From an optimization exercise on the open Yosys and OpenROAD flow, aimed at small area; shortcuts taken in it are not production practice.
At most, simulation tests tie the RTL to the original design; equivalence was not proved.
Power and IR drop assume default switching activity.

==> flow/design.v <==
`timescale 1ns/10ps
module sme_top (
    input  logic       clk,
    input  logic       rst_n,
    input  logic [7:0] chardata,
    input  logic       isstring,
    input  logic       ispattern,
    output logic       out_valid,
    output logic       match,
    output logic [4:0] match_index
);
    localparam logic [7:0] CHR_START = 8'h5E;    
    localparam logic [7:0] CHR_END   = 8'h24;    
    localparam logic [7:0] CHR_ANY   = 8'h2E;    
    localparam logic [7:0] CHR_SPACE = 8'h20;
    localparam logic [1:0] ST_IDLE = 2'd0;
    localparam logic [1:0] ST_WAIT = 2'd1;
    localparam logic [1:0] ST_SCAN = 2'd2;
    localparam logic [1:0] ST_END  = 2'd3;
    logic isstring_d;
    logic ispattern_d;
    logic sstart;
    logic pstart;
    logic pend;
    always_ff @(posedge clk) begin
        isstring_d <= isstring;
    end
    always_ff @(posedge clk or negedge rst_n) begin
        if (!rst_n) ispattern_d <= 1'b0;
        else        ispattern_d <= ispattern;
    end
    assign sstart = isstring & ~isstring_d;
    assign pstart = ispattern & ~ispattern_d;
    assign pend   = ispattern_d & ~ispattern;
    logic [255:0] sring;     
    logic [4:0]   ph;        
    logic [4:0]   lm1;       
    logic [7:0]   ch;
    always_ff @(posedge clk) begin
        sring <= {(isstring ? chardata : sring[7:0]), sring[255:8]};
        ph    <= sstart ? 5'd1 : ph + 5'd1;
        if (isstring) lm1 <= isstring_d ? ph : 5'd0;
    end
    assign ch = sring[7:0];
    logic [63:0] pring;      
    logic [2:0]  rotl;       
    logic [2:0]  rotf;       
    logic [7:0]  first;
    logic [7:0]  last;
    logic        anch;
    logic        lastdol;
    logic        caret_only; 
    logic [4:0]  dcnt;       
    logic        in_caret;
    logic        in_dol;
    logic [7:0]  in_elem;
    assign in_caret = (chardata == CHR_START);
    assign in_dol   = (chardata == CHR_END);
    assign in_elem  = (in_caret | in_dol) ? CHR_SPACE : chardata;
    always_ff @(posedge clk) begin
        pring <= {(ispattern ? in_elem : pring[7:0]), pring[63:8]};
        rotl  <= ispattern ? 3'd0 : rotl + 3'd1;
        rotf  <= pstart    ? 3'd0 : rotf + 3'd1;
        if (pstart)    anch       <= in_caret;
        if (ispattern) lastdol    <= in_dol;
        if (ispattern) caret_only <= pstart & in_caret;
        if (pstart)          dcnt <= ph + 5'd1;
        else if (!ispattern) dcnt <= dcnt + 5'd1;
    end
    always_comb begin
        for (int i = 0; i < 8; i++) begin
            first[i] = (rotf == 3'(7 - i));
            last[i]  = (rotl == 3'(7 - i));
        end
    end
    logic       ph0;
    logic [7:0] rst_q;       
    logic [7:0] r_next;
    logic       full;
    logic       end_hit;
    assign ph0 = (ph == 5'd0);
    always_comb begin
        for (int i = 0; i < 8; i++) begin
            logic [7:0] e;
            logic       m;
            logic       chain;
            e         = pring[8*i +: 8];
            m         = (e == CHR_ANY) || (e == ch);
            chain     = ph0 ? (first[(i + 7) % 8] & anch) : rst_q[i];
            r_next[i] = (first[i] | chain) & m;
        end
    end
    always_ff @(posedge clk) begin
        rst_q <= r_next;
    end
    assign full    = |(last & r_next);
    assign end_hit = lastdol & (|(last & (first | rst_q)));
    logic [1:0] state;
    logic       go;
    logic       scanning;
    logic       hit;
    logic       lastc;
    logic       result_now;
    logic       result_hit;
    logic [4:0] idx;
    assign go       = (state == ST_WAIT) || (state == ST_IDLE && pend);
    assign scanning = (state == ST_SCAN) || (go && ph0);
    assign hit      = full | caret_only;
    assign lastc    = (ph == lm1);
    assign result_now = (scanning && hit) || (state == ST_END);
    assign result_hit = scanning ? hit : end_hit;
    assign idx        = dcnt + {4'd0, anch & ~caret_only};
    always_ff @(posedge clk or negedge rst_n) begin
        if (!rst_n) begin
            state <= ST_IDLE;
        end else if (scanning) begin
            state <= hit ? ST_IDLE : (lastc ? ST_END : ST_SCAN);
        end else if (go) begin
            state <= ST_WAIT;
        end else begin
            state <= ST_IDLE;
        end
    end
    always_ff @(posedge clk or negedge rst_n) begin
        if (!rst_n) begin
            out_valid   <= 1'b0;
            match       <= 1'b0;
            match_index <= '0;
        end else begin
            out_valid   <= result_now;
            match       <= result_now & result_hit;
            match_index <= (result_now & result_hit) ? idx : 5'd0;
        end
    end
endmodule
export LEC_CHECK = 0
export ABC_AREA = 0
export CAP_MARGIN = 20
export CORE_MARGIN = 2
export CORE_UTILIZATION = 70
export CTS_BUF_LIST = sky130_fd_sc_hd__clkbuf_8
export CTS_CLUSTER_DIAMETER = 50
export CTS_CLUSTER_SIZE = 20
export SLEW_MARGIN = 20
create_clock -name core_clock -period 8.0 [get_ports {clk}]
run.sh (not shown) runs the stock make flow with config.mk's settings and CLKGATE_MAP_FILE= SYNTH_SCRIPT=/design/flow/synth_recipe.tcl, a recipe that flattens the netlist after the stock synthesis.
==> next run, changes <==
--- a/flow/design.v
+++ b/flow/design.v
@@ -34,12 +34,12 @@
     assign pend   = ispattern_d & ~ispattern;
     logic [255:0] sring;     
     logic [4:0]   ph;        
-    logic [4:0]   lm1;       
+    logic [4:0]   rem;       
     logic [7:0]   ch;
     always_ff @(posedge clk) begin
         sring <= {(isstring ? chardata : sring[7:0]), sring[255:8]};
         ph    <= sstart ? 5'd1 : ph + 5'd1;
-        if (isstring) lm1 <= isstring_d ? ph : 5'd0;
+        rem   <= isstring ? 5'd31 : rem - 5'd1;
     end
     assign ch = sring[7:0];
     logic [63:0] pring;      
@@ -51,6 +51,8 @@
     logic        lastdol;
     logic        caret_only; 
     logic [4:0]  dcnt;       
+    logic        dinc;
+    logic        result_now;
     logic        in_caret;
     logic        in_dol;
     logic [7:0]  in_elem;
@@ -63,10 +65,10 @@
         rotf  <= pstart    ? 3'd0 : rotf + 3'd1;
         if (pstart)    anch       <= in_caret;
         if (ispattern) lastdol    <= in_dol;
-        if (ispattern) caret_only <= pstart & in_caret;
-        if (pstart)          dcnt <= ph + 5'd1;
-        else if (!ispattern) dcnt <= dcnt + 5'd1;
+        dcnt  <= pstart ? ph + 5'd1 : dcnt + {4'd0, dinc};
     end
+    assign dinc = ispattern ? (rotf == 3'd0) & anch : ~result_now;
+    assign caret_only = anch & (rotf == rotl);
     always_comb begin
         for (int i = 0; i < 8; i++) begin
             first[i] = (rotf == 3'(7 - i));
@@ -100,16 +102,13 @@
     logic       scanning;
     logic       hit;
     logic       lastc;
-    logic       result_now;
     logic       result_hit;
-    logic [4:0] idx;
     assign go       = (state == ST_WAIT) || (state == ST_IDLE && pend);
     assign scanning = (state == ST_SCAN) || (go && ph0);
     assign hit      = full | caret_only;
-    assign lastc    = (ph == lm1);
+    assign lastc    = (rem == 5'd0);
     assign result_now = (scanning && hit) || (state == ST_END);
     assign result_hit = scanning ? hit : end_hit;
-    assign idx        = dcnt + {4'd0, anch & ~caret_only};
     always_ff @(posedge clk or negedge rst_n) begin
         if (!rst_n) begin
             state <= ST_IDLE;
@@ -123,13 +122,12 @@
     end
     always_ff @(posedge clk or negedge rst_n) begin
         if (!rst_n) begin
-            out_valid   <= 1'b0;
-            match       <= 1'b0;
-            match_index <= '0;
+            out_valid <= 1'b0;
+            match     <= 1'b0;
         end else begin
-            out_valid   <= result_now;
-            match       <= result_now & result_hit;
-            match_index <= (result_now & result_hit) ? idx : 5'd0;
+            out_valid <= result_now;
+            match     <= result_now & result_hit;
         end
     end
+    assign match_index = dcnt & {5{match}};
 endmodule
Effect: Register-to-register slack degrades by 410 ps. Routed wire length fell slightly. Utilization came out higher by 0.46 points. Global-route usage goes up by 0.53 points. Hold slack gets better by 5.3 ps. Clock power is lower by a little under a tenth. Final area is lower by a few percent. Setup slack degrades by 580 ps. Power is lower by a few percent. Non-clock buffer count does not change. Combinational power is higher by a few percent.
The RTL of the first run of this note was laid out without a check of its function.

==> port drivers added, routing unchanged <==
The results above use ideal ports. As a check the final layouts listed here were re-extracted and re-timed, cells and wires unchanged.
Step 1, drivers: a clkbuf_16 drives clk and a buf_2 each remaining input, both assumed.
Step 2 times the ports against the registers' clock, not the clock port: input delays grow and output delays shrink by t, the midpoint of the rising clock arrivals with the driver on.
Three values: no drivers, after step 1, after step 2; two values: the first two.
| run | t, ns | slack for setup (ns) | worst slew at a driven data input, ns |
|---|---|---|---|
| the first run | 0.581 | 4.797 / 4.810 / 4.230 | 0.04 |
| the second run | 0.569 | 4.215 / 4.221 / 3.652 | 0.04 |
After both steps every run listed still meets setup and hold. The setup slack of the first run, which loses most, moves by +0.013 ns with the drivers and by -0.567 ns with both steps.
